This is an optimization exercise on Yosys and OpenROAD, whose aim is small area, not a production implementation. Function was checked by simulation only, so behaviour that the tests miss may differ from the original. Power is estimated from default activity; no workload was simulated.

===== flow/constraint.sdc =====
create_clock -name core_clock -period 10.0 [get_ports {clk}]
set_input_delay 2.0000 -clock core_clock [delete_from_list [all_inputs] [get_ports {clk}]]
set_output_delay 2.0000 -clock core_clock [all_outputs]
set_load 0.01 [all_outputs]

===== flow/run.sh =====
#!/bin/bash
# synth_recipe.tcl (not shown) runs the flow's synth.tcl, then flattens the netlist and writes it again
# the make line also repeats each setting of config.mk as NAME=value (left out here)
make -C /OpenROAD-flow-scripts/flow DESIGN_CONFIG=/design/flow/config.mk WORK_HOME=/design/flow/orfs CLKGATE_MAP_FILE= SYNTH_SCRIPT=/design/flow/synth_recipe.tcl finish

===== flow/design.v =====
`default_nettype none
package isb_pkg;
    localparam int TU_ENTRIES = 4;
    localparam int TU_IDX_W = 2;
    localparam int PS_ENTRIES = 32;
    localparam int PS_IDX_W = 5;
    localparam int SP_ENTRIES = 8;
    localparam int SP_SLOTS = 4;
    localparam int SP_IDX_W = 3;
    localparam int SLOT_W = 2;
    localparam int SA_SPACE = 32;
    localparam int STREAM_CHUNK = 16;
    localparam int CONF_MAX = 3;
    typedef logic [15:0] pc_t;
    typedef logic [15:0] paddr_t;
    typedef logic [5:0] saddr_t;
    typedef logic [1:0] conf_t;
    typedef struct packed {
        logic   valid;
        paddr_t tag;
        saddr_t sa;
        conf_t  conf;
    } ps_entry_t;
endpackage
`default_nettype wire
`default_nettype none
module isb_top (
    input  logic            clk,
    input  logic            rst_i,
    input  logic            access_v_i,
    input  isb_pkg::pc_t    access_pc_i,
    input  isb_pkg::paddr_t access_addr_i,
    output logic            prefetch_v_o,
    output isb_pkg::paddr_t prefetch_addr_o
);
    logic [3:0]  tu_valid;
    logic [15:0] tu_pc [4];
    logic [15:0] tu_last [4];
    logic [3:0]  c_hit;          
    logic [4:0]  c_sa [4];       
    logic        l01, l02, l03, l12, l13, l23;
    logic [3:0]  pc_match;
    logic [3:0]  idx_eq;         
    logic [3:0]  addr_eq;        
    logic [3:0]  victim;
    logic [3:0]  use_oh;
    logic        tu_hit;
    logic [15:0] last;
    logic        arr_hit_a;
    logic [4:0]  arr_sa_a;
    always_comb begin
        for (int i = 0; i < 4; i++) begin
            pc_match[i] = tu_valid[i] && tu_pc[i] == access_pc_i;
            idx_eq[i] = tu_last[i][4:0] == access_addr_i[4:0];
            addr_eq[i] = idx_eq[i] && tu_last[i][15:5] == access_addr_i[15:5];
        end
    end
    assign tu_hit = |pc_match;
    assign victim[0] = l01 & l02 & l03;
    assign victim[1] = ~l01 & l12 & l13;
    assign victim[2] = ~l02 & ~l12 & l23;
    assign victim[3] = ~l03 & ~l13 & ~l23;
    assign use_oh = tu_hit ? pc_match : victim;
    always_comb begin
        last = '0;
        arr_hit_a = 1'b0;
        arr_sa_a = '0;
        for (int i = 0; i < 4; i++) begin
            last = last | (tu_last[i] & {16{pc_match[i]}});
            arr_hit_a = arr_hit_a | (c_hit[i] & pc_match[i]);
            arr_sa_a = arr_sa_a | (c_sa[i] & {5{pc_match[i]}});
        end
    end
    always_ff @(posedge clk) begin
        if (rst_i) begin
            tu_valid <= '0;
            {l01, l02, l03, l12, l13, l23} <= 6'b111111;
        end else if (access_v_i) begin
            tu_valid <= tu_valid | use_oh;
            if (use_oh[0]) begin l01 <= 1'b0; l02 <= 1'b0; l03 <= 1'b0; end
            if (use_oh[1]) begin l01 <= 1'b1; l12 <= 1'b0; l13 <= 1'b0; end
            if (use_oh[2]) begin l02 <= 1'b1; l12 <= 1'b1; l23 <= 1'b0; end
            if (use_oh[3]) begin l03 <= 1'b1; l13 <= 1'b1; l23 <= 1'b1; end
        end
    end
    logic [1:0]  ps_conf [32];
    logic [10:0] ps_tag [32];
    logic [4:0]  ps_sa [32];
    logic        p0_v, p1_v;
    logic [15:0] p0_a, p1_a;
    logic [31:0] sel_b;
    logic [1:0]  rb_conf;
    logic [10:0] rb_tag;
    logic [4:0]  rb_sa;
    logic        arr_hit_b;
    logic        sh0a, sh1a, sh0b, sh1b;
    logic        a_hit, b_hit;
    logic [4:0]  a_sa, b_sa;
    logic [1:0]  b_conf;
    always_comb begin
        rb_conf = '0;
        rb_tag = '0;
        rb_sa = '0;
        for (int e = 0; e < 32; e++) begin
            sel_b[e] = access_addr_i[4:0] == 5'(e);
            rb_conf = rb_conf | (ps_conf[e] & {2{sel_b[e]}});
            rb_tag = rb_tag | (ps_tag[e] & {11{sel_b[e]}});
            rb_sa = rb_sa | (ps_sa[e] & {5{sel_b[e]}});
        end
    end
    assign arr_hit_b = rb_conf != 2'd0 && rb_tag == access_addr_i[15:5];
    assign sh0a = p0_v && p0_a[4:0] == last[4:0];
    assign sh1a = p1_v && p1_a[4:0] == last[4:0];
    assign sh0b = p0_v && p0_a[4:0] == access_addr_i[4:0];
    assign sh1b = p1_v && p1_a[4:0] == access_addr_i[4:0];
    assign a_hit = (sh0a || sh1a)
                   ? ((sh0a && p0_a[15:5] == last[15:5]) || (sh1a && p1_a[15:5] == last[15:5]))
                   : arr_hit_a;
    assign b_hit = (sh0b || sh1b)
                   ? ((sh0b && p0_a[15:5] == access_addr_i[15:5]) || (sh1b && p1_a[15:5] == access_addr_i[15:5]))
                   : arr_hit_b;
    assign a_sa = sh1a ? 5'd16 : sh0a ? 5'd0 : arr_sa_a;
    assign b_sa = sh1b ? 5'd16 : sh0b ? 5'd0 : rb_sa;
    assign b_conf = (sh0b || sh1b) ? 2'd3 : rb_conf;
    logic [1:0]  ns;             
    logic        train;
    logic        do_alloc;
    logic        map_b_req;
    logic        ctr_b;
    logic [5:0]  a_succ;
    logic [5:0]  b_tgt;
    logic [1:0]  b_conf_new;
    logic        map_a;
    logic        map_b;
    logic        wr_b;
    logic [4:0]  wr_sa;
    logic [1:0]  wr_conf;
    assign train = access_v_i && tu_hit && !(|(pc_match & addr_eq));
    assign a_succ = {1'b0, a_sa} + 6'd1;
    always_comb begin
        do_alloc = 1'b0;
        map_b_req = 1'b0;
        ctr_b = 1'b0;
        b_tgt = a_succ;
        b_conf_new = b_conf;
        if (train) begin
            case ({a_hit, b_hit})
                2'b00: begin
                    do_alloc = 1'b1;
                    map_b_req = 1'b1;
                    b_tgt = {ns == 2'd2, ns == 2'd1, 4'd1};
                end
                2'b01: begin
                    do_alloc = 1'b1;
                    if (b_conf == 2'd1) begin
                        map_b_req = 1'b1;
                        b_tgt = {ns == 2'd2, ns == 2'd1, 4'd1};
                    end else begin
                        ctr_b = 1'b1;
                        b_conf_new = b_conf - 2'd1;
                    end
                end
                2'b10: begin
                    map_b_req = 1'b1;
                end
                default: begin
                    if ({1'b0, b_sa} == a_succ) begin
                        ctr_b = 1'b1;
                        if (b_conf != 2'd3) begin
                            b_conf_new = b_conf + 2'd1;
                        end
                    end else if (b_conf == 2'd1) begin
                        map_b_req = 1'b1;
                    end else begin
                        ctr_b = 1'b1;
                        b_conf_new = b_conf - 2'd1;
                    end
                end
            endcase
        end
    end
    assign map_a = do_alloc && ns != 2'd2;
    assign map_b = map_b_req && !b_tgt[5];
    assign wr_b = map_b || ctr_b;
    assign wr_sa = map_b ? b_tgt[4:0] : b_sa;
    assign wr_conf = map_b ? 2'd3 : b_conf_new;
    always_ff @(posedge clk) begin
        if (rst_i) begin
            ns <= 2'd0;
        end else if (map_a) begin
            ns <= ns + 2'd1;
        end
    end
    always_ff @(posedge clk) begin
        for (int e = 0; e < 32; e++) begin
            if (rst_i) begin
                ps_conf[e] <= 2'd0;
            end else if (wr_b && sel_b[e]) begin
                ps_conf[e] <= wr_conf;
            end
            if (wr_b && sel_b[e]) begin
                ps_tag[e] <= access_addr_i[15:5];
                ps_sa[e] <= wr_sa;
            end
        end
    end
    always_ff @(posedge clk) begin
        for (int i = 0; i < 4; i++) begin
            if (access_v_i && use_oh[i]) begin
                tu_pc[i] <= access_pc_i;
                tu_last[i] <= access_addr_i;
                c_hit[i] <= wr_b || arr_hit_b;
                c_sa[i] <= wr_b ? wr_sa : rb_sa;
            end else if (wr_b && idx_eq[i]) begin
                c_hit[i] <= addr_eq[i];
                c_sa[i] <= wr_sa;
            end
        end
    end
    always_ff @(posedge clk) begin
        if (rst_i) begin
            p0_v <= 1'b0;
        end else if (map_a && ns == 2'd0) begin
            p0_v <= !(wr_b && access_addr_i[4:0] == last[4:0]);
        end else if ((wr_b && p0_a[4:0] == access_addr_i[4:0]) || (map_a && p0_a[4:0] == last[4:0])) begin
            p0_v <= 1'b0;
        end
        if (map_a && ns == 2'd0) begin
            p0_a <= last;
        end
    end
    always_ff @(posedge clk) begin
        if (rst_i) begin
            p1_v <= 1'b0;
        end else if (map_a && ns == 2'd1) begin
            p1_v <= !(wr_b && access_addr_i[4:0] == last[4:0]);
        end else if (wr_b && p1_a[4:0] == access_addr_i[4:0]) begin
            p1_v <= 1'b0;
        end
        if (map_a && ns == 2'd1) begin
            p1_a <= last;
        end
    end
    logic [15:0] sp_pa [1:31];
    logic [4:0]  m0;             
    logic [3:0]  m1;             
    logic [4:0]  s;
    assign s = b_tgt[4:0];
    always_ff @(posedge clk) begin
        for (int e = 1; e < 32; e++) begin
            if (e == 16 && map_a && ns == 2'd1) begin
                sp_pa[e] <= last;
            end else if (map_b && s == 5'(e)) begin
                sp_pa[e] <= access_addr_i;
            end
        end
    end
    always_ff @(posedge clk) begin
        if (map_a && ns == 2'd0) begin
            m0 <= {4'd0, map_b};
        end else if (map_b && s == m0 + 5'd1) begin
            m0 <= s;
        end
        if (map_a && ns == 2'd1) begin
            m1 <= {3'd0, map_b};
        end else if (map_b && ns == 2'd2 && s[4] && {1'b0, s[3:0]} == {1'b0, m1} + 5'd1) begin
            m1 <= s[3:0];
        end
    end
    logic [4:0]  rd;
    logic        rd_v;
    logic        fire;
    logic [15:0] rd_pa;
    assign rd = b_sa + 5'd1;
    assign rd_v = b_sa != 5'd31
                  && ((ns != 2'd0 && rd <= m0) || (ns == 2'd2 && rd[4] && rd[3:0] <= m1));
    assign fire = access_v_i && b_hit && rd_v;
    always_comb begin
        rd_pa = '0;
        for (int e = 1; e < 32; e++) begin
            rd_pa = rd_pa | (sp_pa[e] & {16{rd == 5'(e)}});
        end
    end
    always_ff @(posedge clk) begin
        if (rst_i) begin
            prefetch_v_o <= 1'b0;
        end else begin
            prefetch_v_o <= fire;
        end
    end
    always_ff @(posedge clk) begin
        prefetch_addr_o <= rd_pa;
    end
endmodule
`default_nettype wire

===== flow/config.mk =====
export PLATFORM = sky130hd
export DESIGN_NAME = isb_top
export DESIGN_NICKNAME = isb_top
export VERILOG_FILES = /design/flow/design.v
export SDC_FILE = /design/flow/constraint.sdc
export NUM_CORES = 4
export LEC_CHECK = 0
export CAP_MARGIN = 20
export CORE_MARGIN = 2
export CORE_UTILIZATION = 40
export CTS_BUF_LIST = sky130_fd_sc_hd__clkbuf_8
export CTS_CLUSTER_SIZE = 30
export SLEW_MARGIN = 20

==> out/summary.txt, run 1 <==
Clock transition at path regs: 0.06 ns
Cells after synthesis: 3756
Ys async rst share: 0
Run status: finished clean
Crit path launch type: input port
Synthesized cell area: 0.0542 mm^2
Worst vdd ir: 0.124 mV
Initial DRC Count: 6020
RSZ-0062 raised after global routing: false
Worst reg2reg startpoint: tu_pc[0][12]$_DFFE_PP_
Syn avg cell area: 14.4 um^2
Synth top cells by count: edfxtp_1 (1194), nand3_1 (279), a22oi_1 (227), clkbuf_1 (129), nand4_1 (123)
Largest net degree at the start of global routing: 78
Syn-to-layout area delta: 14.6%
Synth Warn #: 8
Cts repair resizes: 0
Die height: 372 um
Type of the worst setup path: input port to flop
Die X: 372 um
Vias in the first global route: 35600
Port Buffers: 51
Total gr overflow: 0
Worst-Margin Slew: 1.15 ns
Reg2reg path depth: 18
WL final: 189000 um
Hold depth: 2
Cts hold-fix bufs: 0
Setup Fix Bufs, Post-CTS: 0
# H-tree levels: 4
Minimum clock period after layout: 8.21 ns
Syn Nets: 3816
Dpl cells: 5603
Min-delay src: l23$_SDFFE_PP1P_
Tcrit/Tclk final: 0.821
Max Cap Viol: 0
Register area: 0.0379 mm^2
Register area share after synthesis: 0.699
Routability cong.: 0.937
Die area: 0.138 mm^2
Final antenna-violating net count: 0
First-pass GRT wire length: 266000 um
Clock Skews: 0.0953 ns
Initial core utilization: 0.402
Layout cell share with drive strength beyond 1: 0.162
Synth area leaders: edfxtp_1 (66%), dfxtp_1 (3.8%), a22oi_1 (3.1%)
P_leak: 21.0 nW
Yosys reg bits: 1296
Top FF cell, synth: edfxtp_1
CTS root buffer: clkbuf_8
Largest area contributor in the netlist: edfxtp_1
Count leader, synth: edfxtp_1
Setup crit end kind: flop
CP required: 10.53 ns
F_max: 122 MHz
Endpoints failing setup: 0
Slew margin rel.: 0.232
Crit-path max FO: 30
Hold WC Path Type: flop to flop
DR vias/cell: 6.29
Clock Latency Late Sink: 0.97 ns
Clock Sinks: 1296
Max-slew violation total from the final report: 0
Critical path startpoint: access_pc_i[12]
Initial antenna violation count: 11
Number of synthesized flops with an enable pin: 1194
CORE AREA: 0.135 mm^2
Num ports: 52
Clock Path Buffers: 3
Unique masters post-synth: 97
Total GRT Usage: 0.270
WL/cell: 31.7 um
Post-synth top area share: 0.661
Final HPWL DP: 120000 um
Fillers: 11800
Nets: 4092
CTS tree: yes
Drt pass-1 iters: 8
Final hold violation count: 0
DR vias: 37600
Post-route insts no fill: 5980
Core Rows: 135
Area of the multi-input gates: 0.0154 mm^2
Final setup TNS: 0 ns
Critical Path AT: 8.74 ns
DRC viols: 0
PwrDens: 185 mW/mm^2
CTS buffer count: 208
==> critical path, stage by stage <==
cell	delay [ns]
clkdlybuf4s50_1	0.69
xnor2_1	0.20
nand4_1	0.43
or3_1	0.58
o32a_1	0.42
a21boi_0	0.18
o22ai_1	0.17
or4_1	0.68
nand2_1	0.39
inv_2	0.21
ha_1	0.32
xnor2_1	0.17
nor3b_1	0.18
a31oi_1	0.10
a2111oi_2	0.50
a41oi_4	0.18
buf_4	0.40
a2111oi_4	0.42
buf_4	0.47
==> worst paths after layout <==
kind | end | slack, ns
hold reg to reg | l23$_SDFFE_PP1P_ | 0.46
setup reg to reg | ps_tag[29][1]$_DFFE_PP_ | 3.13
setup / recovery | ps_tag[29][1]$_DFFE_PP_ | 1.79
hold / removal | l23$_SDFFE_PP1P_ | 0.46
==> report_power, final <==
group / total, mW / switching (mW) / internal (mW)
clock network: 4.44 / 2.20 / 2.24
logic: 0.999 / 0.686 / 0.313
registers: 6.04 / 0.0325 / 6.01
total: 11.5 / 2.92 / 8.56
==> cells by family after synthesis <==
logic type	synth area share
mux	0.0217
xor+xnor	0.0321
compound gates	0.110
buf+inv	0.0228
simple gates	0.108
fa+ha+maj	0.00577
flops	0.699
==> state kept, by name, summed over array words and instances, names as in the netlist, 2 cells and up <==
signal           cells
tu_pc               64
p1_a                16
m1                   4
ps_tag             352
tu_last             64
tu_valid             4
prefetch_addr_o     16
ps_sa              160
c_sa                20
c_hit                4
ps_conf             64
sp_pa              496
m0                   5
ns                   2
p0_a                16
==> layout make-up <==
class,instances,share of cell area
Timing Repair Buffer,286,0.0367
Antenna cell,3,0.000121
Clock buffer,224,0.0496
Inverter,71,0.00429
Multi-Input combinational cell,2169,0.248
Clock inverter,150,0.0149
Sequential cell,1296,0.610
Tap cell,1781,0.0359
==> cells in the final DEF (no fill, tap or decap), types with 25 or more instances in the layout <==
cell type,n
o21bai_1,60
xor2_1,91
nor2_1,107
nand2_1,117
dfxtp_1,102
and3_1,89
nand4_1,123
nand3_1,279
o21ai_0,33
a21oi_1,69
xnor2_1,105
nor4_1,59
mux2i_1,56
a22oi_1,227
ha_1,25
buf_4,242
edfxtp_1,1194
mux2_2,48
a221oi_1,30
nor3_1,60
a222oi_1,31
clkdlybuf4s50_1,34
clkbuf_8,224
inv_1,161
a31oi_1,64
a22o_1,41
==> metrics by stage <==
| step | util | hold WS, ns | power (mW) | instance area (um^2) | setup WS, ns |
|---|---|---|---|---|---|
| 2_1_floorplan | - | 0.431 | 6.60 | 54200 | 1.68 |
| 3_3_place_gp | 0.430 | 0.447 | 7.14 | 58100 | 1.02 |
| 3_5_place_dp | 0.430 | 0.453 | 7.15 | 58100 | 0.899 |
| 4_1_cts | 0.460 | 0.465 | 11.5 | 62100 | 1.93 |
| 5_1_grt | 0.460 | 0.488 | 11.8 | 62100 | 1.46 |
| 6_report | 0.460 | 0.463 | 11.5 | 62100 | 1.79 |
==> layer usage <==
layer,vias up,routed length [um],GRT usage
met5,-,22,0
met3,376,22700,0.0706
met1,19000,75100,0.374
li1,15600,-,-
met4,4,6550,0.0942
met2,2606,85000,0.409
==> run 2: changes to the inputs <==
--- a/flow/config.mk
+++ b/flow/config.mk
@@ -6,8 +6,7 @@
 export NUM_CORES = 4
 export LEC_CHECK = 0
-export CAP_MARGIN = 20
+export CAP_MARGIN = 0
 export CORE_MARGIN = 2
 export CORE_UTILIZATION = 40
 export CTS_BUF_LIST = sky130_fd_sc_hd__clkbuf_8
-export CTS_CLUSTER_SIZE = 30
-export SLEW_MARGIN = 20
+export SLEW_MARGIN = 0
==> run 2 against run 1 <==
Compared with the run above:
- via count fell by 0.16%
- critical path type unchanged
- clock skew rose by 0.0031 ns
- total power fell by 0.82%
- sequential share of layout area grew 0.091 points
- synthesized area did not move
==> out/summary.txt, run 2 <==
Run status: finished clean (unchanged)
Final HPWL DP: 120000 um (about the same)
DR vias: 37600 (about the same)
Critical Path AT: 8.90 ns (was 8.74 ns)
Nets: 4089 (was 4092)
Crit-path max FO: 36 (was 30)
Synthesized cell area: 0.0542 mm^2 (unchanged)
Register area share after synthesis: 0.699 (unchanged)
Port Buffers: 51 (unchanged)
Drt pass-1 iters: 6 (was 8)
Synth top cells by count: edfxtp_1 (1194), nand3_1 (279), a22oi_1 (227), clkbuf_1 (129), nand4_1 (123) (unchanged)
DR vias/cell: 6.28 (was 6.29)
Die X: 372 um (unchanged)
Clock Sinks: 1296 (unchanged)
Top Registers: sp_pa x496, ps_tag x352, ps_sa x160 (unchanged)
CP bufs+invs: 2 (was 4)
Slew margin rel.: 0.106 (was 0.232)
WL/cell: 31.6 um (was 31.7 um)
Setup ws final: 1.78 ns (was 1.79 ns)
Worst vdd ir: 0.113 mV (was 0.124 mV)
CTS buffer count: 206 (was 208)
Minimum clock period after layout: 8.22 ns (was 8.21 ns)
Die area: 0.138 mm^2 (unchanged)
Core Rows: 135 (unchanged)
Endpoints failing setup: 0 (unchanged)
# H-tree levels: 4 (unchanged)
Final setup TNS: 0 ns (unchanged)
Worst reg2reg setup slack: 3.10 ns (was 3.13 ns)
Vias in the first global route: 35800 (was 35600)
Syn avg cell area: 14.4 um^2 (unchanged)
Syn-to-layout area delta: 14.4% (was 14.6%)
Tcrit/Tclk final: 0.822 (was 0.821)
CTS root buffer: clkbuf_8 (unchanged)
Largest reg by FF count: sp_pa (unchanged)
Yosys reg bits: 1296 (unchanged)
First-pass GRT wire length: 266000 um (about the same)
Initial core utilization: 0.402 (unchanged)
Clock Skews: 0.0983 ns (was 0.0953 ns)
Routability cong.: 0.937 (unchanged)
Total GRT Usage: 0.269 (was 0.270)
Top FF cell, synth: edfxtp_1 (unchanged)
CTS tree: yes (unchanged)
Final hold violation count: 0 (unchanged)
Largest area contributor in the netlist: edfxtp_1 (unchanged)
Most frequent cells in the layout: edfxtp_1 (1194), nand3_1 (279), buf_4 (242), a22oi_1 (227), clkbuf_8 (213) (was edfxtp_1 (1194), nand3_1 (279), buf_4 (242), a22oi_1 (227), clkbuf_8 (224))
Final antenna-violating net count: 0 (unchanged)
Cts repair resizes: 0 (unchanged)
Initial antenna violation count: 7 (was 11)
Max Cap Viol: 0 (unchanged)
DRC viols: 0 (unchanged)
Syn Nets: 3816 (unchanged)
Slowest stage cell, crit path: or4_1 (was clkdlybuf4s50_1)
Die height: 372 um (unchanged)
Ys async rst share: 0 (unchanged)
CP required: 10.68 ns (was 10.53 ns)
Final Util: 0.460 (about the same)
Clock Latency Late Sink: 1.01 ns (was 0.97 ns)
Hold WC Path Type: flop to flop (unchanged)
Largest net degree at the start of global routing: 78 (unchanged)
Layout cell share with drive strength beyond 1: 0.162 (about the same)
F_max: 122 MHz (about the same)
Dpl cells: 5602 (was 5603)
Clock Path Buffers: 3 (unchanged)
Setup crit end kind: flop (unchanged)
PwrDens: 184 mW/mm^2 (was 185 mW/mm^2)
Max reg flops: 496 (unchanged)
Initial DRC Count: 5808 (was 6020)
Unique masters post-synth: 97 (unchanged)
Clock transition at path regs: 0.06 ns (about the same)
Worst path top cell family by delay: simple AND/OR/NAND/NOR gates (unchanged)
Cts hold-fix bufs: 0 (unchanged)
Synth Warn #: 8 (unchanged)
P_leak: 20.9 nW (was 21.0 nW)
Fillers: 11900 (was 11800)
RSZ-0062 raised after global routing: false (unchanged)
Crit path launch type: input port (unchanged)
Slowest stage delay, CP: 0.68 ns (was 0.69 ns)
Place WS: 0.938 ns (was 0.899 ns)
Total gr overflow: 0 (unchanged)
Post-synth top area share: 0.661 (unchanged)
Commonest non-fill, non-tap cell in the layout: edfxtp_1 (unchanged)
Post-route insts no fill: 5984 (was 5980)
Max-slew violation total from the final report: 0 (unchanged)
Worst-Margin Slew: 1.34 ns (was 1.15 ns)
Cells after synthesis: 3756 (unchanged)
CORE AREA: 0.135 mm^2 (unchanged)
Setup Fix Bufs, Post-CTS: 0 (unchanged)
Count leader, synth: edfxtp_1 (unchanged)
CP cell instances: clkdlybuf4s50_1 > xnor2_1 > nand4_1 > or3_1 > o32a_1 > a21boi_0 > o22ai_1 > or4_1 > nand2_1 > inv_2 > ha_1 > xnor2_1 > nor3b_1 > a31oi_1 > a2111oi_2 > a41oi_4 > nand3_1 > mux2_2 > mux2_2 (was clkdlybuf4s50_1 > xnor2_1 > nand4_1 > or3_1 > o32a_1 > a21boi_0 > o22ai_1 > or4_1 > nand2_1 > inv_2 > ha_1 > xnor2_1 > nor3b_1 > a31oi_1 > a2111oi_2 > a41oi_4 > buf_4 > a2111oi_4 > buf_4)
Num ports: 52 (unchanged)
WL final: 189000 um (about the same)
Type of the worst setup path: input port to flop (unchanged)
Number of synthesized flops with an enable pin: 1194 (unchanged)
Synth area leaders: edfxtp_1 (66%), dfxtp_1 (3.8%), a22oi_1 (3.1%) (unchanged)
-- run 2: changes by cell type in the layout (fill, tap and decap cells not counted), sizes merged --
cell | before | now
clkinv | 39 | 77
bufinv | 6 | 4
buf | 252 | 251
inv | 171 | 156
clkbuf | 224 | 213
diode | 3 | 2
clkinvlp | 5 | 1
-- run 2: power by group --
part | internal (mW) | total [mW] | switching, mW | leakage (nW)
combinational | 0.313 | 0.998 | 0.684 | 6.95
sequential | 6.01 | 6.04 | 0.0317 | 11.7
clock | 2.12 | 4.35 | 2.23 | 2.31
total | 8.44 | 11.4 | 2.95 | 20.9
-- run 2: logic make-up (layout without fill, tap and decap cells) --
family / after synthesis / in the layout / share of synthesized area
flops: 1296 / 1296 / 0.699
simple gates: 1063 / 1063 / 0.108
compound gates: 775 / 775 / 0.110
buf+inv: 291 / 736 / 0.0228
xor+xnor: 197 / 197 / 0.0321
mux: 109 / 109 / 0.0217
fa+ha+maj: 25 / 25 / 0.00577
other cells: 0 / 2 / 0
-- run 2: path summary, 6_finish.rpt --
path	cells past startpoint	endpoint	startpoint
worst max-delay path	19	c_sa[3][4]$_DFFE_PP_	access_pc_i[14]
worst max register to register	18	c_sa[3][4]$_DFFE_PP_	tu_pc[0][12]$_DFFE_PP_
worst min-delay path	2	l13$_SDFFE_PP1P_	l13$_SDFFE_PP1P_
worst min register to register	2	l13$_SDFFE_PP1P_	l13$_SDFFE_PP1P_
-- run 2: worst register-to-register path: stages, from the launching register on --
cell and delay, ns:
edfxtp_1 0.39, xnor2_1 0.22, nand4_1 0.44, or3_1 0.57
o32a_1 0.41, a21boi_0 0.18, o22ai_1 0.16, or4_1 0.68
nand2_1 0.40, inv_2 0.21, ha_1 0.33, xnor2_1 0.18
nor3b_1 0.20, a31oi_1 0.10, a2111oi_2 0.52, a41oi_4 0.18
nand3_1 0.34, mux2_2 0.68, mux2_2 0.44
-- run 2: layout make-up --
type | count | area [um^2] | area share
multi-input combinational | 2169 | 15400 | 0.249
inverter | 71 | 267 | 0.00430
timing repair buffer | 285 | 2270 | 0.0366
clock inverter | 167 | 1000 | 0.0161
antenna | 2 | 5.00 | 0.0000807
tap | 1781 | 2230 | 0.0359
sequential | 1296 | 37900 | 0.611
clock buffer | 213 | 2930 | 0.0473
-- run 2: through the flow --
| step | instance area, um^2 | power (mW) | hold WS, ns |
|---|---|---|---|
| 4_1_cts | 62000 | 11.4 | 0.464 |
| 5_1_grt | 62000 | 11.7 | 0.485 |
| 3_3_place_gp | 58100 | 7.14 | 0.447 |
| 2_1_floorplan | 54200 | 6.60 | 0.431 |
| 6_report | 62000 | 11.4 | 0.463 |
| 3_5_place_dp | 58100 | 7.15 | 0.453 |
-- run 2: layer usage --
metal / vias to the layer above / share of wire / global-route usage
li1: 15600 / - / -
met1: 18900 / 0.40 / 0.373
met2: 2571 / 0.45 / 0.408
met3: 404 / 0.12 / 0.0691
met4: 0 / 0.040 / 0.102
met5: - / 0 / 0
==> run 3: changes to the inputs <==
--- a/flow/config.mk
+++ b/flow/config.mk
@@ -6,7 +6,7 @@
 export NUM_CORES = 4
 export LEC_CHECK = 0
-export CAP_MARGIN = 0
+export CAP_MARGIN = 20
 export CORE_MARGIN = 2
 export CORE_UTILIZATION = 40
-export CTS_BUF_LIST = sky130_fd_sc_hd__clkbuf_8
-export SLEW_MARGIN = 0
+export CTS_BUF_LIST = sky130_fd_sc_hd__clkbuf_4
+export SLEW_MARGIN = 20
==> run 3 against run 2 <==
Compared with the run above:
- still clean on timing, DRC and antenna
- wire length up 0.66%
- sequential share of layout area down 0.29 points
- utilization up 0.22 points
- worst setup slack better by 0.22 ns
- final cell count up 3.5%
- synthesized area unchanged
- sequential cell count unchanged
- critical path type unchanged
==> out/summary.txt, run 3 <==
Synth Area in Adders: 0.00577 (unchanged)
Largest net degree at the start of global routing: 78 (unchanged)
Core Rows: 135 (unchanged)
CTS tree: yes (unchanged)
Final antenna-violating net count: 0 (unchanged)
Worst vdd ir: 0.0973 mV (was 0.113 mV)
First-pass GRT wire length: 268000 um (was 266000 um)
Routability cong.: 0.937 (unchanged)
Hold depth: 2 (unchanged)
Largest area contributor in the netlist: edfxtp_1 (unchanged)
Cells after synthesis: 3756 (unchanged)
P_leak: 21.2 nW (was 20.9 nW)
Total gr overflow: 0 (unchanged)
Reg2reg path depth: 18 (unchanged)
Tcrit/Tclk final: 0.801 (was 0.822)
Worst reg2reg setup slack: 2.99 ns (was 3.10 ns)
Max-slew violation total from the final report: 0 (unchanged)
CORE AREA: 0.135 mm^2 (unchanged)
Initial antenna violation count: 10 (was 7)
WL final: 190000 um (was 189000 um)
Clock transition at path regs: 0.06 ns (about the same)
Placed inst area: 0.0581 mm^2 (about the same)
Clock Path Buffers: 4 (was 3)
Run status: finished clean (unchanged)
Finished Cell Area: 0.0623 mm^2 (was 0.0620 mm^2)
RSZ-0062 raised after global routing: false (unchanged)
Slowest stage cell, crit path: mux2_2 (was or4_1)
Die X: 372 um (unchanged)
WL/cell: 30.7 um (was 31.6 um)
Setup ws final: 1.99 ns (was 1.78 ns)
Commonest non-fill, non-tap cell in the layout: edfxtp_1 (unchanged)
Register area share after synthesis: 0.699 (unchanged)
Total GRT Usage: 0.272 (was 0.269)
Cts repair resizes: 0 (unchanged)
Crit path launch type: input port (unchanged)
Synth Warn #: 8 (unchanged)
Synth top cells by count: edfxtp_1 (1194), nand3_1 (279), a22oi_1 (227), clkbuf_1 (129), nand4_1 (123) (unchanged)
PwrDens: 186 mW/mm^2 (was 184 mW/mm^2)
Slew margin rel.: 0.228 (was 0.106)
Clock Sinks: 1296 (unchanged)
Place WS: 0.899 ns (was 0.938 ns)
Yosys reg bits: 1296 (unchanged)
Clock Latency Late Sink: 1.33 ns (was 1.01 ns)
Vias in the first global route: 36900 (was 35800)
Layout cell share with drive strength beyond 1: 0.212 (was 0.162)
Nets: 4234 (was 4089)
DRC viols: 0 (unchanged)
Max reg flops: 496 (unchanged)
CP cell instances: clkdlybuf4s50_1 > xnor2_1 > nand4_1 > or3_1 > o32a_1 > a21boi_0 > o22ai_1 > or4_1 > nand2_1 > inv_2 > ha_1 > xnor2_1 > nor3b_1 > a31oi_1 > a2111oi_2 > a41oi_4 > nand3_1 > mux2_2 > mux2_2 (unchanged)
Post-synthesis xor/xnor area fraction: 0.0321 (unchanged)
Crit-path max FO: 36 (unchanged)
Num ports: 52 (unchanged)
DR vias: 38300 (was 37600)
Min-delay src: l23$_SDFFE_PP1P_ (was l13$_SDFFE_PP1P_)
Ys async rst share: 0 (unchanged)
Max Cap Viol: 0 (unchanged)
Top FF cell, synth: edfxtp_1 (unchanged)
Met1 Use GR: 0.371 (was 0.373)
Final hold violation count: 0 (unchanged)
Unique masters post-synth: 97 (unchanged)
Die area: 0.138 mm^2 (unchanged)
Minimum clock period after layout: 8.01 ns (was 8.22 ns)
Clock Skews: 0.145 ns (was 0.0983 ns)
DR vias/cell: 6.18 (was 6.28)
Final setup TNS: 0 ns (unchanged)
Post-synth top area share: 0.661 (unchanged)
CP required: 10.96 ns (was 10.68 ns)
Critical Path AT: 8.97 ns (was 8.90 ns)
RR Endpoint: c_sa[2][4]$_DFFE_PP_ (was c_sa[3][4]$_DFFE_PP_)
Syn avg cell area: 14.4 um^2 (unchanged)
Synthesized cell area: 0.0542 mm^2 (unchanged)
Setup crit end kind: flop (unchanged)
Port Buffers: 51 (unchanged)
Post-synthesis mux area share: 0.0217 (unchanged)
Layer with the highest usage: met2 (unchanged)
Final HPWL DP: 120000 um (about the same)
Worst reg2reg startpoint: tu_pc[0][12]$_DFFE_PP_ (unchanged)
Setup Fix Bufs, Post-CTS: 0 (unchanged)
F_max: 125 MHz (was 122 MHz)
Dpl cells: 5603 (was 5602)
CTS buffer count: 349 (was 206)
Hold WC Path Type: flop to flop (unchanged)
# H-tree levels: 5 (was 4)
Slowest stage delay, CP: 0.70 ns (was 0.68 ns)
CTS root buffer: clkbuf_4 (was clkbuf_8)
M2 GR Usage: 0.409 (was 0.408)
Number of synthesized flops with an enable pin: 1194 (unchanged)
Drt pass-1 iters: 8 (was 6)
M3 GR Usage: 0.0771 (was 0.0691)
WHS: 0.462 ns (was 0.463 ns)
Most frequent cells in the layout: edfxtp_1 (1194), clkbuf_4 (501), nand3_1 (279), buf_4 (242), a22oi_1 (227) (was edfxtp_1 (1194), nand3_1 (279), buf_4 (242), a22oi_1 (227), clkbuf_8 (213))
Count leader, synth: edfxtp_1 (unchanged)
Synth area leaders: edfxtp_1 (66%), dfxtp_1 (3.8%), a22oi_1 (3.1%) (unchanged)
Top Registers: sp_pa x496, ps_tag x352, ps_sa x160 (unchanged)
Syn-to-layout area delta: 15.0% (was 14.4%)
Combinational family with the most area after synthesis: compound AO/OA/AOI/OAI gates (unchanged)
Post-route insts no fill: 6194 (was 5984)
Die height: 372 um (unchanged)
Initial core utilization: 0.402 (unchanged)
Endpoints failing setup: 0 (unchanged)
Syn Nets: 3816 (unchanged)
Worst Hold End: l23$_SDFFE_PP1P_ (was l13$_SDFFE_PP1P_)
Post-synthesis simple-gate area fraction: 0.108 (unchanged)
Largest reg by FF count: sp_pa (unchanged)
Initial DRC Count: 5817 (was 5808)
Cts hold-fix bufs: 0 (unchanged)
Area fraction in compound gates after synthesis: 0.110 (unchanged)
Type of the worst setup path: input port to flop (unchanged)
Worst-Margin Slew: 1.16 ns (was 1.34 ns)
==> run 3: cell counts after synthesis <==
No cell type changed its count.
==> run 3: worst max path at each step <==
stage | from | to | slack [ns] | cells past startpoint
final | access_pc_i[12] | c_sa[2][4]$_DFFE_PP_ | 1.99 | 19
after detailed placement | access_pc_i[12] | c_sa[3][4]$_DFFE_PP_ | 0.90 | 19
after global routing | access_pc_i[5] | c_sa[0][4]$_DFFE_PP_ | 1.76 | 19
after floorplan | access_pc_i[3] | sp_pa[18][0]$_DFFE_PP_ | 1.68 | 22
after global placement | access_pc_i[12] | ps_tag[29][5]$_DFFE_PP_ | 1.02 | 19
after CTS | access_pc_i[12] | c_sa[2][4]$_DFFE_PP_ | 2.23 | 19
==> run 3: per-layer routing <==
layer / up-vias / part of all wire
li1: 16100 / -
met1: 19100 / 0.40
met2: 2600 / 0.45
met3: 397 / 0.12
met4: 10 / 0.037
met5: - / 0.00038
==> run 3: cell families (layout without fill, tap and decap cells) <==
kind of cell / after synthesis / in the layout
AOI/OAI and AO/OA: 775 / 775
xor gates and xnor gates: 197 / 197
adders and majority gates: 25 / 25
buffers and inverters: 291 / 941
DFF: 1296 / 1296
muxes: 109 / 109
other: 0 / 7
and+or+nand+nor: 1063 / 1063
==> run 3: power by group <==
group	leakage [nW]	switching, mW	internal (mW)
logic	6.97	0.686	0.314
clock network	2.51	2.19	2.39
registers	11.7	0.0321	6.00
==> run 3: cell type report <==
type                       count  area (um^2)
fill                       11900        72600
sequential                  1296        37900
multi-input combinational   2169        15400
clock buffer                 501         3760
timing repair buffer         287         2300
tap                         1781         2230
clock inverter                82          424
inverter                      71          267
antenna                        7         17.5
==> run 3: worst max-delay path, delay by kind of cell <==
kind | cells | cell delay (ns)
buffers and inverters | 2 | 0.81
AOI/OAI and AO/OA | 6 | 1.56
adders and majority gates | 1 | 0.32
xor gates and xnor gates | 2 | 0.50
muxes | 2 | 1.10
and+or+nand+nor | 6 | 2.63
==> run 3: per-stage QoR <==
stage               utilization  total power, mW
floorplan                     -             6.60
global placement          0.430             7.14
detailed placement        0.430             7.15
CTS                       0.462             11.7
global route              0.462             12.0
finish                    0.462             11.6
==> run 4: changes to the inputs <==
--- a/flow/config.mk
+++ b/flow/config.mk
@@ -9,4 +9,3 @@
 export CORE_MARGIN = 2
 export CORE_UTILIZATION = 40
-export CTS_BUF_LIST = sky130_fd_sc_hd__clkbuf_4
 export SLEW_MARGIN = 20
==> run 4 against run 3 <==
Compared with the run above:
- critical path depth unchanged
- sequential share of layout area decreased by 0.31 points
- utilization increased by 0.24 points
- count of clock-buffer cells in the layout decreased by 323
==> out/summary.txt, run 4 <==
Type of the worst setup path: input port to flop (unchanged)
Most frequent cells in the layout: edfxtp_1 (1194), nand3_1 (279), buf_4 (242), a22oi_1 (227), clkbuf_16 (139) (was edfxtp_1 (1194), clkbuf_4 (501), nand3_1 (279), buf_4 (242), a22oi_1 (227))
Vias in the first global route: 35100 (was 36900)
Nets: 4023 (was 4234)
Worst path top cell family by delay: simple AND/OR/NAND/NOR gates (unchanged)
Post-synth top area share: 0.661 (unchanged)
Syn Nets: 3816 (unchanged)
Initial DRC Count: 5728 (was 5817)
Run status: finished clean (unchanged)
Number of synthesized flops with an enable pin: 1194 (unchanged)
First-pass GRT wire length: 265000 um (was 268000 um)
Reg2reg path depth: 18 (unchanged)
CTS root buffer: clkbuf_16 (was clkbuf_4)
Ys async rst share: 0 (unchanged)
CORE AREA: 0.135 mm^2 (unchanged)
Minimum clock period after layout: 8.38 ns (was 8.01 ns)
RSZ-0062 raised after global routing: false (unchanged)
Endpoints failing setup: 0 (unchanged)
PwrDens: 194 mW/mm^2 (was 186 mW/mm^2)
P_leak: 20.8 nW (was 21.2 nW)
CTS buffer count: 139 (was 349)
Synthesized cell area: 0.0542 mm^2 (unchanged)
Syn avg cell area: 14.4 um^2 (unchanged)
Final hold violation count: 0 (unchanged)
Slowest stage delay, CP: 0.70 ns (about the same)
Placed inst area: 0.0581 mm^2 (unchanged)
Layout cell share with drive strength beyond 1: 0.150 (was 0.212)
Die area: 0.138 mm^2 (unchanged)
Hold WC Path Type: flop to flop (unchanged)
CP bufs+invs: 2 (unchanged)
Port Buffers: 51 (unchanged)
Dpl cells: 5603 (unchanged)
Die X: 372 um (unchanged)
Finished Cell Area: 0.0626 mm^2 (was 0.0623 mm^2)
Min-delay src: l23$_SDFFE_PP1P_ (unchanged)
Commonest non-fill, non-tap cell in the layout: edfxtp_1 (unchanged)
Routability cong.: 0.937 (unchanged)
Synth top cells by count: edfxtp_1 (1194), nand3_1 (279), a22oi_1 (227), clkbuf_1 (129), nand4_1 (123) (unchanged)
Crit. path cell count: 19 (unchanged)
CP required: 10.48 ns (was 10.96 ns)
Total gr overflow: 0 (unchanged)
Clock Latency Late Sink: 0.83 ns (was 1.33 ns)
Final Util: 0.464 (was 0.462)
Cts repair resizes: 0 (unchanged)
Largest area contributor in the netlist: edfxtp_1 (unchanged)
Num ports: 52 (unchanged)
# H-tree levels: 4 (was 5)
Register area share after synthesis: 0.699 (unchanged)
Setup crit end kind: flop (unchanged)
Tcrit/Tclk final: 0.838 (was 0.801)
Max reg flops: 496 (unchanged)
Top FF cell, synth: edfxtp_1 (unchanged)
Synth Warn #: 8 (unchanged)
Crit path launch type: input port (unchanged)
Cells after synthesis: 3756 (unchanged)
CTS tree: yes (unchanged)
Final antenna-violating net count: 0 (unchanged)
CP cell instances: clkdlybuf4s50_1 > xnor2_1 > nand4_1 > or3_1 > o32a_1 > a21boi_0 > o22ai_1 > or4_1 > nand2_1 > inv_2 > ha_1 > xnor2_1 > nor3b_1 > a31oi_1 > a2111oi_2 > a41oi_4 > nand3_1 > mux2_2 > mux2_2 (unchanged)
Critical Path AT: 8.86 ns (was 8.97 ns)
Crit-path max FO: 36 (unchanged)
Count leader, synth: edfxtp_1 (unchanged)
Cts hold-fix bufs: 0 (unchanged)
Unique masters post-synth: 97 (unchanged)
Worst-Margin Slew: 1.15 ns (was 1.16 ns)
Top Registers: sp_pa x496, ps_tag x352, ps_sa x160 (unchanged)
DR vias: 37100 (was 38300)
Syn-to-layout area delta: 15.6% (was 15.0%)
Clock transition at path regs: 0.06 ns (about the same)
Final HPWL DP: 120000 um (unchanged)
Max Cap Viol: 0 (unchanged)
Initial antenna violation count: 8 (was 10)
Largest reg by FF count: sp_pa (unchanged)
DRC viols: 0 (unchanged)
Worst Hold End: l23$_SDFFE_PP1P_ (unchanged)
Slowest stage cell, crit path: mux2_2 (unchanged)
Core Rows: 135 (unchanged)
DR vias/cell: 6.32 (was 6.18)
Worst reg2reg startpoint: tu_pc[0][12]$_DFFE_PP_ (unchanged)
Worst vdd ir: 0.125 mV (was 0.0973 mV)
Largest net degree at the start of global routing: 78 (unchanged)
Final setup TNS: 0 ns (unchanged)
Initial core utilization: 0.402 (unchanged)
Slew margin rel.: 0.215 (was 0.228)
Synth area leaders: edfxtp_1 (66%), dfxtp_1 (3.8%), a22oi_1 (3.1%) (unchanged)
Die height: 372 um (unchanged)
Clock Skews: 0.0939 ns (was 0.145 ns)
Clock Sinks: 1296 (unchanged)
Clock Path Buffers: 3 (was 4)
Hold depth: 2 (unchanged)
F_max: 119 MHz (was 125 MHz)
Max-slew violation total from the final report: 0 (unchanged)
WL final: 188000 um (was 190000 um)
Yosys reg bits: 1296 (unchanged)
RR Endpoint: c_sa[3][4]$_DFFE_PP_ (was c_sa[2][4]$_DFFE_PP_)
Post-route insts no fill: 5865 (was 6194)
Drt pass-1 iters: 8 (unchanged)
Worst reg2reg setup slack: 3.09 ns (was 2.99 ns)
WL/cell: 32.0 um (was 30.7 um)
Total GRT Usage: 0.268 (was 0.272)
Setup Fix Bufs, Post-CTS: 0 (unchanged)
[run 4: worst min-delay path, cell delays in order (launching register included)]
cell	delay, ns
dfxtp_1	0.32
nand2_1	0.06
nand2_1	0.04
[run 4: worst max path at each step]
stage                         start  slack [ns]                      end
CTS                 access_pc_i[12]        1.70     c_sa[3][4]$_DFFE_PP_
global placement    access_pc_i[12]        1.02  ps_tag[29][5]$_DFFE_PP_
floorplan            access_pc_i[3]        1.68   sp_pa[18][0]$_DFFE_PP_
finish              access_pc_i[12]        1.62     c_sa[3][4]$_DFFE_PP_
detailed placement  access_pc_i[12]        0.90     c_sa[3][4]$_DFFE_PP_
global route         access_pc_i[5]        1.24     c_sa[3][4]$_DFFE_PP_
[run 4: final cells by class]
type / instances / area, um^2
multi-input combinational: 2169 / 15400
timing repair buffer: 286 / 2280
clock inverter: 80 / 898
sequential: 1296 / 37900
clock buffer: 178 / 3630
antenna: 4 / 10.0
inverter: 71 / 267
fill: 11700 / 72300
tap: 1781 / 2230
[run 4: where the power goes]
| part | total [mW] | switching [mW] | leakage, nW | internal, mW |
|---|---|---|---|---|
| sequential | 6.04 | 0.0322 | 11.7 | 6.01 |
| combinational | 0.997 | 0.684 | 6.96 | 0.313 |
| clock | 5.11 | 2.25 | 2.17 | 2.86 |
[run 4: cell families (layout without fill, tap and decap cells)]
| family | count (synthesis) | count (layout) | share of synthesized area |
|---|---|---|---|
| AND/OR/NAND/NOR | 1063 | 1063 | 0.108 |
| flip-flops | 1296 | 1296 | 0.699 |
| adder cells (fa/ha/maj) | 25 | 25 | 0.00577 |
| buffers and inverters | 291 | 615 | 0.0228 |
| other | 0 | 4 | 0 |
| multiplexers | 109 | 109 | 0.0217 |
| XOR/XNOR | 197 | 197 | 0.0321 |
| AO/OA/AOI/OAI | 775 | 775 | 0.110 |
[run 4: layer usage]
| layer | track usage | vias up | wire (um) |
|---|---|---|---|
| li1 | - | 15500 | - |
| met1 | 0.375 | 18800 | 74800 |
| met2 | 0.409 | 2470 | 84300 |
| met3 | 0.0630 | 362 | 21600 |
| met4 | 0.0955 | 2 | 7000 |
| met5 | 0 | - | 13 |
[run 4: metrics by stage]
step                      power (mW)  setup WS [ns]  hold slack [ns]
final                           12.1           1.62            0.463
after global routing            12.4           1.24            0.488
after CTS                       12.2           1.70            0.464
after detailed placement        7.15          0.899            0.453
after global placement          7.14           1.02            0.447
after floorplan                 6.60           1.68            0.431
==> run 5: changes to the inputs <==
--- a/flow/config.mk
+++ b/flow/config.mk
@@ -8,4 +8,6 @@
 export CAP_MARGIN = 20
 export CORE_MARGIN = 2
-export CORE_UTILIZATION = 40
+export CORE_UTILIZATION = 65
+export CTS_BUF_LIST = sky130_fd_sc_hd__clkbuf_8
+export PLACE_DENSITY = 0.75
 export SLEW_MARGIN = 20
==> run 5 against run 4 <==
Compared with the run above:
- non-clock buffer count down 24
- sequential share of layout area up 2.0 points
- synthesized area stayed put
- clock power down about 20%
==> out/summary.txt, run 5 <==
Run status: finished clean (unchanged)
CTS buffer count: 196 (was 139)
Synth Area in Adders: 0.00577 (unchanged)
Internal: 8.30 mW (was 9.18 mW)
Ys async rst share: 0 (unchanged)
Post-synthesis mux area share: 0.0217 (unchanged)
Area of the multi-input gates: 0.0154 mm^2 (about the same)
F_max: 116 MHz (was 119 MHz)
Worst reg2reg startpoint: tu_pc[2][10]$_DFFE_PP_ (was tu_pc[0][12]$_DFFE_PP_)
Switch share: 0.252 (was 0.244)
Port Buffers: 51 (unchanged)
Sequential power share: 0.544 (was 0.497)
Final antenna-violating net count: 0 (unchanged)
Clock Path Buffers: 3 (unchanged)
First-pass GRT wire length: 260000 um (was 265000 um)
Synth Warn #: 8 (unchanged)
Top FF cell, synth: edfxtp_1 (unchanged)
Drt pass-1 iters: 7 (was 8)
Post-synthesis simple-gate area fraction: 0.108 (unchanged)
Largest area contributor in the netlist: edfxtp_1 (unchanged)
Worst Hold End: l03$_SDFFE_PP1P_ (was l23$_SDFFE_PP1P_)
Fillers: 5167 (was 11700)
Clock power share: 0.369 (was 0.421)
PwrDens: 183 mW/mm^2 (was 194 mW/mm^2)
Post-synthesis xor/xnor area fraction: 0.0321 (unchanged)
Commonest non-fill, non-tap cell in the layout: edfxtp_1 (unchanged)
Hold depth: 2 (unchanged)
Synth top cells by count: edfxtp_1 (1194), nand3_1 (279), a22oi_1 (227), clkbuf_1 (129), nand4_1 (123) (unchanged)
Area fraction in compound gates after synthesis: 0.110 (unchanged)
Layout cell share with drive strength beyond 1: 0.155 (was 0.150)
Max Cap Viol: 0 (unchanged)
Final setup TNS: 0 ns (unchanged)
Yosys reg bits: 1296 (unchanged)
Comb pwr share: 0.087 (was 0.082)
WHS: 0.473 ns (was 0.463 ns)
Endpoints failing setup: 0 (unchanged)
Min-delay src: l03$_SDFFE_PP1P_ (was l23$_SDFFE_PP1P_)
Die height: 293 um (was 372 um)
P_leak: 20.6 nW (was 20.8 nW)
Critical Path AT: 9.27 ns (was 8.86 ns)
Crit path launch type: input port (unchanged)
Worst vdd ir: 0.177 mV (was 0.125 mV)
Clock transition at path regs: 0.06 ns (about the same)
Post-synth top area share: 0.661 (unchanged)
Routability cong.: 0.994 (was 0.937)
Worst-Margin Slew: 1.23 ns (was 1.15 ns)
Final HPWL DP: 118000 um (was 120000 um)
Placed inst area: 0.0570 mm^2 (was 0.0581 mm^2)
WL/cell: 35.0 um (was 32.0 um)
Top Registers: sp_pa x496, ps_tag x352, ps_sa x160 (unchanged)
Synth area leaders: edfxtp_1 (66%), dfxtp_1 (3.8%), a22oi_1 (3.1%) (unchanged)
Die X: 293 um (was 372 um)
Switch Pwr: 2.79 mW (was 2.97 mW)
Worst reg2reg setup slack: 2.88 ns (was 3.09 ns)
Minimum clock period after layout: 8.66 ns (was 8.38 ns)
Most frequent cells in the layout: edfxtp_1 (1194), nand3_1 (279), a22oi_1 (227), buf_4 (212), clkbuf_8 (205) (was edfxtp_1 (1194), nand3_1 (279), buf_4 (242), a22oi_1 (227), clkbuf_16 (139))
Clock Latency Late Sink: 0.93 ns (was 0.83 ns)
Combinational family with the most area after synthesis: compound AO/OA/AOI/OAI gates (unchanged)
Largest net degree at the start of global routing: 78 (unchanged)
Total GRT Usage: 0.426 (was 0.268)
Cells after synthesis: 3756 (unchanged)
Reg2reg path depth: 21 (was 18)
Initial DRC Count: 6975 (was 5728)
# H-tree levels: 4 (unchanged)
Cts repair resizes: 0 (unchanged)
Cts hold-fix bufs: 0 (unchanged)
Total gr overflow: 0 (unchanged)
Syn avg cell area: 14.4 um^2 (unchanged)
Number of synthesized flops with an enable pin: 1194 (unchanged)
Register area share after synthesis: 0.699 (unchanged)
WL final: 183000 um (was 188000 um)
CTS root buffer: clkbuf_8 (was clkbuf_16)
Vias in the first global route: 37300 (was 35100)
DRC viols: 0 (unchanged)
Hold WC Path Type: flop to flop (unchanged)
Initial core utilization: 0.658 (was 0.402)
Syn Nets: 3816 (unchanged)
Type of the worst setup path: input port to flop (unchanged)
Final hold violation count: 0 (unchanged)
Count leader, synth: edfxtp_1 (unchanged)
Unique masters post-synth: 97 (unchanged)
Core Rows: 105 (was 135)
Clock Skews: 0.0569 ns (was 0.0939 ns)
CP required: 10.62 ns (was 10.48 ns)
Setup crit end kind: flop (unchanged)
Setup Fix Bufs, Post-CTS: 0 (unchanged)
Clock Sinks: 1296 (unchanged)
Slew margin rel.: 0.176 (was 0.215)
Synthesized cell area: 0.0542 mm^2 (unchanged)
Die area: 0.0857 mm^2 (was 0.138 mm^2)
CTS tree: yes (unchanged)
Syn-to-layout area delta: 11.9% (was 15.6%)
DR vias: 38700 (was 37100)
Register area: 0.0379 mm^2 (unchanged)
Max-slew violation total from the final report: 0 (unchanged)
Num ports: 52 (unchanged)
CORE AREA: 0.0824 mm^2 (was 0.135 mm^2)
Largest reg by FF count: sp_pa (unchanged)
DR vias/cell: 7.38 (was 6.32)
RSZ-0062 raised after global routing: false (unchanged)
RR Endpoint: sp_pa[28][4]$_DFFE_PP_ (was c_sa[3][4]$_DFFE_PP_)
Max reg flops: 496 (unchanged)
Finished Cell Area: 0.0607 mm^2 (was 0.0626 mm^2)
Nets: 4056 (was 4023)
Tcrit/Tclk final: 0.866 (was 0.838)
Initial antenna violation count: 17 (was 8)
Crit-path max FO: 20 (was 36)
-- run 5: critical path, stage by stage --
cell,delay (ns)
clkdlybuf4s50_1,0.69
inv_1,0.15
a222oi_1,0.89
and3_1,0.66
buf_4,0.34
nand3_1,0.13
nand4_1,0.23
xor2_1,0.43
o41a_1,0.25
nand2_1,0.29
inv_2,0.31
ha_1,0.30
nand3_1,0.11
xor2_1,0.16
o21ai_0,0.29
xnor2_1,0.22
a41oi_2,0.33
o211ai_2,0.13
buf_4,0.22
nand2b_1,0.15
buf_4,0.23
nor3_2,0.53
buf_12,0.23
-- run 5: power groups by stage --
stage                     Clock (mW)  Sequential (mW)  Combinational (mW)
after global placement             0             6.15               0.908
final                           4.09             6.04               0.968
after floorplan                    0             6.16               0.437
after detailed placement           0             6.15               0.926
after global routing            4.32             6.04               0.995
after CTS                       4.08             6.04               0.930
-- run 5: kinds of logic (layout without fill, tap and decap cells) --
family	Yosys count	after routing
simple gates	1063	1063
mux	109	109
other cells	0	6
fa+ha+maj	25	25
flops	1296	1296
compound gates	775	775
buf+inv	291	700
xor+xnor	197	197
-- run 5: worst max path at each step --
stage,end,depth (start not counted),slack (ns),start
2_1_floorplan,sp_pa[18][0]$_DFFE_PP_,22,1.68,access_pc_i[3]
3_3_place_gp,ps_sa[10][0]$_DFFE_PP_,19,0.90,access_pc_i[10]
3_5_place_dp,sp_pa[28][11]$_DFFE_PP_,23,0.71,access_pc_i[10]
4_1_cts,sp_pa[28][8]$_DFFE_PP_,23,1.63,access_pc_i[10]
5_1_grt,sp_pa[28][8]$_DFFE_PP_,23,0.91,access_pc_i[10]
6_report,sp_pa[28][4]$_DFFE_PP_,23,1.34,access_pc_i[10]
-- run 5: cell type report --
type                    count  area share
flip-flops and latches   1296       0.625
multi-input cells        2169       0.254
clock buffers             205      0.0465
repair buffers            262      0.0340
well taps                1070      0.0221
clock inverters           162      0.0137
inverters                  71     0.00439
diodes                      6    0.000248
-- run 5: layer usage --
| layer | share of wire | GRT usage |
|---|---|---|
| met5 | 0.00094 | 0 |
| met4 | 0.071 | 0.257 |
| met3 | 0.14 | 0.114 |
| met2 | 0.45 | 0.647 |
| met1 | 0.34 | 0.555 |
-- run 5: metrics by stage --
step | utilization | power [mW] | std cells | worst slack (ns)
2_1_floorplan | - | 6.60 | 3756 | 1.68
3_3_place_gp | 0.692 | 7.06 | 4867 | 0.901
3_5_place_dp | 0.692 | 7.08 | 4867 | 0.710
4_1_cts | 0.736 | 11.1 | 5234 | 1.63
5_1_grt | 0.736 | 11.4 | 5237 | 0.906
6_report | 0.736 | 11.1 | 5241 | 1.34
==> run 6: changes to the inputs <==
==> flow/flow/run.sh (new file) <==
#!/bin/bash
set -euo pipefail
cat >> config.mk <<'EOC'
export CTS_ARGS = -sink_clustering_enable -repair_clock_nets -buf_list sky130_fd_sc_hd__clkbuf_8 -dont_use_dummy_load
EOC
bash standard.sh > standard.log 2>&1
==> flow/standard.sh (new file) <==
#!/bin/bash
# synth_recipe.tcl (not shown) runs the flow's synth.tcl, then flattens the netlist and writes it again
# the make line also repeats each setting of config.mk as NAME=value (left out here)
make -C /OpenROAD-flow-scripts/flow DESIGN_CONFIG=/design/flow/config.mk WORK_HOME=/design/flow/orfs CLKGATE_MAP_FILE= SYNTH_SCRIPT=/design/flow/synth_recipe.tcl "${@:-finish}"
--- a/flow/config.mk
+++ b/flow/config.mk
@@ -8,6 +8,5 @@
 export CAP_MARGIN = 20
 export CORE_MARGIN = 2
-export CORE_UTILIZATION = 65
-export CTS_BUF_LIST = sky130_fd_sc_hd__clkbuf_8
-export PLACE_DENSITY = 0.75
+export CORE_UTILIZATION = 40
 export SLEW_MARGIN = 20
+export CTS_ARGS = -sink_clustering_enable -repair_clock_nets -buf_list sky130_fd_sc_hd__clkbuf_8 -dont_use_dummy_load
removed: flow/run.sh
==> run 6 against run 5 <==
Compared with the run above:
- still clean on timing, DRC and antenna
- final cell count grew 11%
- wire length grew 2.6%
- sequential cell count is the same
- total power shrank 3.0%
- fmax grew 4.1%
- worst setup slack gained 0.34 ns
- utilization shrank 28 points
- sequential share of layout area shrank 0.31 points
- via count shrank 4.0%
- cell area grew 0.50%
- register-to-register slack gained 0.18 ns
- combinational power grew 3.0%
- largest power group unchanged
==> out/summary.txt, run 6 <==
Run status: finished clean (unchanged)
Tcrit/Tclk final: 0.832 (was 0.866)
Post-synth top area share: 0.661 (unchanged)
PwrDens: 177 mW/mm^2 (was 183 mW/mm^2)
Hold depth: 2 (unchanged)
Largest net degree at the start of global routing: 78 (unchanged)
Final hold violation count: 0 (unchanged)
Initial DRC Count: 5959 (was 6975)
Worst-Margin Slew: 1.24 ns (was 1.23 ns)
Clock Path Buffers: 3 (unchanged)
Clock transition at path regs: 0.06 ns (about the same)
Initial antenna violation count: 11 (was 17)
WL/cell: 32.3 um (was 35.0 um)
Largest reg by FF count: sp_pa (unchanged)
Total GRT Usage: 0.268 (was 0.426)
Reg2reg path depth: 18 (was 21)
Synthesized cell area: 0.0542 mm^2 (unchanged)
Dpl cells: 5603 (was 4867)
Setup Fix Bufs, Post-CTS: 0 (unchanged)
RSZ-0062 raised after global routing: false (unchanged)
Die height: 372 um (was 293 um)
CP required: 10.61 ns (was 10.62 ns)
First-pass GRT wire length: 264000 um (was 260000 um)
DRC viols: 0 (unchanged)
Vias in the first global route: 35300 (was 37300)
Layout cell share with drive strength beyond 1: 0.156 (was 0.155)
Top FF cell, synth: edfxtp_1 (unchanged)
WL final: 188000 um (was 183000 um)
Slew margin rel.: 0.150 (was 0.176)
Ys async rst share: 0 (unchanged)
Drt pass-1 iters: 8 (was 7)
Setup crit end kind: flop (unchanged)
Max Cap Viol: 0 (unchanged)
Min-delay src: l03$_SDFFE_PP1P_ (unchanged)
Die X: 372 um (was 293 um)
# H-tree levels: 4 (unchanged)
Nets: 4092 (was 4056)
Slowest stage cell, crit path: mux2_2 (was a222oi_1)
Total gr overflow: 0 (unchanged)
RR Endpoint: c_sa[2][4]$_DFFE_PP_ (was sp_pa[28][4]$_DFFE_PP_)
Num ports: 52 (unchanged)
Hold WC Path Type: flop to flop (unchanged)
Endpoints failing setup: 0 (unchanged)
Clock Skews: 0.172 ns (was 0.0569 ns)
Syn-to-layout area delta: 12.5% (was 11.9%)
Final HPWL DP: 120000 um (was 118000 um)
Top Registers: sp_pa x496, ps_tag x352, ps_sa x160 (unchanged)
Core Rows: 135 (was 105)
Max reg flops: 496 (unchanged)
CTS root buffer: clkbuf_8 (unchanged)
Minimum clock period after layout: 8.32 ns (was 8.66 ns)
DR vias: 37200 (was 38700)
CTS tree: yes (unchanged)
Crit path launch type: input port (unchanged)
Cts hold-fix bufs: 0 (unchanged)
Register area share after synthesis: 0.699 (unchanged)
Syn avg cell area: 14.4 um^2 (unchanged)
Post-route insts no fill: 5813 (was 5241)
DR vias/cell: 6.39 (was 7.38)
Clock Sinks: 1296 (unchanged)
Slowest stage delay, CP: 0.70 ns (was 0.89 ns)
Setup ws final: 1.68 ns (was 1.34 ns)
Worst Hold End: l03$_SDFFE_PP1P_ (unchanged)
Fillers: 11900 (was 5167)
Synth Warn #: 8 (unchanged)
Final setup TNS: 0 ns (unchanged)
Critical Path AT: 8.93 ns (was 9.27 ns)
CTS buffer count: 208 (was 196)
F_max: 120 MHz (was 116 MHz)
Total power: 10.8 mW (was 11.1 mW)
Type of the worst setup path: input port to flop (unchanged)
Worst reg2reg startpoint: tu_pc[0][12]$_DFFE_PP_ (was tu_pc[2][10]$_DFFE_PP_)
Most frequent cells in the layout: edfxtp_1 (1194), nand3_1 (279), buf_4 (242), a22oi_1 (227), clkbuf_8 (208) (was edfxtp_1 (1194), nand3_1 (279), a22oi_1 (227), buf_4 (212), clkbuf_8 (205))
Count leader, synth: edfxtp_1 (unchanged)
Commonest non-fill, non-tap cell in the layout: edfxtp_1 (unchanged)
Port Buffers: 51 (unchanged)
Worst reg2reg setup slack: 3.06 ns (was 2.88 ns)
Synth top cells by count: edfxtp_1 (1194), nand3_1 (279), a22oi_1 (227), clkbuf_1 (129), nand4_1 (123) (unchanged)
Clock Latency Late Sink: 0.98 ns (was 0.93 ns)
Final antenna-violating net count: 0 (unchanged)
Syn Nets: 3816 (unchanged)
Place WS: 0.899 ns (was 0.710 ns)
Initial core utilization: 0.402 (was 0.658)
Worst vdd ir: 0.120 mV (was 0.177 mV)
Crit-path max FO: 36 (was 20)
Max-slew violation total from the final report: 0 (unchanged)
Cells after synthesis: 3756 (unchanged)
Yosys reg bits: 1296 (unchanged)
CORE AREA: 0.135 mm^2 (was 0.0824 mm^2)
Die area: 0.138 mm^2 (was 0.0857 mm^2)
Synth area leaders: edfxtp_1 (66%), dfxtp_1 (3.8%), a22oi_1 (3.1%) (unchanged)
Cts repair resizes: 0 (unchanged)
Number of synthesized flops with an enable pin: 1194 (unchanged)
Unique masters post-synth: 97 (unchanged)
P_leak: 20.1 nW (was 20.6 nW)
Largest area contributor in the netlist: edfxtp_1 (unchanged)
CP cell instances: clkdlybuf4s50_1 > xnor2_1 > nand4_1 > or3_1 > o32a_1 > a21boi_0 > o22ai_1 > or4_1 > nand2_1 > inv_2 > ha_1 > xnor2_1 > nor3b_1 > a31oi_1 > a2111oi_2 > a41oi_4 > nand3_1 > mux2_2 > mux2_2 (was clkdlybuf4s50_1 > inv_1 > a222oi_1 > and3_1 > buf_4 > nand3_1 > nand4_1 > xor2_1 > o41a_1 > nand2_1 > inv_2 > ha_1 > nand3_1 > xor2_1 > o21ai_0 > xnor2_1 > a41oi_2 > o211ai_2 > buf_4 > nand2b_1 > buf_4 > nor3_2 > buf_12)
Routability cong.: 0.937 (was 0.994)
WHS: 0.463 ns (was 0.473 ns)
-- run 6: cell count changes in the layout (fill, tap and decap cells not counted), moves of 4 or more --
cell	before	now
buf_2	12	4
buf_4	212	242
clkinv_1	56	1
clkinv_2	19	0
clkinvlp_4	4	0
diode_2	6	2
inv_1	140	69
inv_12	4	0
nor2_1	100	107
nor2_2	15	8
-- run 6: worst max-delay path by stage --
stage,from,end,slack (ns),cells past startpoint
after CTS,access_pc_i[12],c_sa[2][4]$_DFFE_PP_,1.86,19
after global routing,access_pc_i[5],c_sa[0][4]$_DFFE_PP_,1.38,19
after global placement,access_pc_i[12],ps_tag[29][5]$_DFFE_PP_,1.02,19
after floorplan,access_pc_i[3],sp_pa[18][0]$_DFFE_PP_,1.68,22
after detailed placement,access_pc_i[12],c_sa[3][4]$_DFFE_PP_,0.90,19
final,access_pc_i[12],c_sa[2][4]$_DFFE_PP_,1.68,19
-- run 6: cells by family (layout without fill, tap and decap cells) --
| logic type | after synthesis | in the layout | share of synthesized area |
|---|---|---|---|
| DFF | 1296 | 1296 | 0.699 |
| and+or+nand+nor | 1063 | 1063 | 0.108 |
| AOI/OAI and AO/OA | 775 | 775 | 0.110 |
| buffers and inverters | 291 | 565 | 0.0228 |
| xor gates and xnor gates | 197 | 197 | 0.0321 |
| muxes | 109 | 109 | 0.0217 |
| adders and majority gates | 25 | 25 | 0.00577 |
| other | 0 | 2 | 0 |
-- run 6: per-layer routing --
layer / track usage / vias up / wire [um]
li1: - / 15500 / -
met1: 0.373 / 18800 / 75400
met5: 0 / - / 41
met3: 0.0664 / 386 / 21400
met4: 0.0979 / 6 / 6990
met2: 0.407 / 2476 / 84100
-- run 6: where the power goes --
part	total [mW]	switching (mW)	leakage [nW]	internal (mW)
sequential	6.04	0.0321	11.7	6.01
clock	3.72	1.91	1.50	1.81
combinational	0.997	0.684	6.96	0.313
-- run 6: cell type report --
type / count / area (um^2) / share of cell area
inverter: 71 / 267 / 0.00437
antenna: 2 / 5.00 / 0.0000821
multi-input combinational: 2169 / 15400 / 0.253
sequential: 1296 / 37900 / 0.622
timing repair buffer: 286 / 2280 / 0.0374
tap: 1781 / 2230 / 0.0366
clock buffer: 208 / 2860 / 0.0470
-- run 6: worst max-delay path, delay by kind of cell --
| family | cells | cell delay, ns |
|---|---|---|
| AO/OA/AOI/OAI | 6 | 1.58 |
| XOR/XNOR | 2 | 0.48 |
| adder cells (fa/ha/maj) | 1 | 0.32 |
| buffers and inverters | 2 | 0.81 |
| multiplexers | 2 | 1.11 |
| AND/OR/NAND/NOR | 6 | 2.60 |
-- run 6: per-stage QoR --
stage                     area, um^2  utilization
final                          61000        0.452
after global routing           61000        0.452
after CTS                      61000        0.452
after detailed placement       58100        0.430
after global placement         58100        0.430
after floorplan                54200            -

==> re-timing with driven ports <==
In the flow no input, the clock included, has a driving cell. The finished layouts below were timed again as built, in two steps.
Step 1 sets driving cells, clkbuf_16 on the clock port and buf_2 on the other inputs (assumed; they add their load-dependent delay and slew).
Step 2 moves the port delays by t, midway between the first and last clock arrival at a register: inputs arrive t later, outputs are due t later. That takes back most of the time a late clock gives input paths.
Three values: ideal ports, drivers, drivers and shift; two values: the first two.
run	t (ns)	setup WS [ns]	worst setup path at the end	latest minus earliest clock arrival (ns)	pins driven straight from the clock port
run 1	1.006	1.790 / 1.850 / 0.844	input to register	0.096 / 0.096	1
run 2	1.042	1.776 / 1.832 / 0.790	input to register	0.099 / 0.099	1
run 3	1.329	1.993 / 2.041 / 0.712	input to register	0.145 / 0.145	1
run 4	0.860	1.621 / 1.680 / 0.820	input to register	0.094 / 0.094	1
run 5	0.972	1.342 / 1.384 / 0.412	input to register	0.057 / 0.057	1
run 6	0.969	1.682 / 1.732 / 0.763	input to register	0.173 / 0.172	1
After both steps setup and hold are still met in every run listed. The setup slack of run 3, which loses most, moves by +0.048 ns with the drivers and by -1.281 ns with both steps.
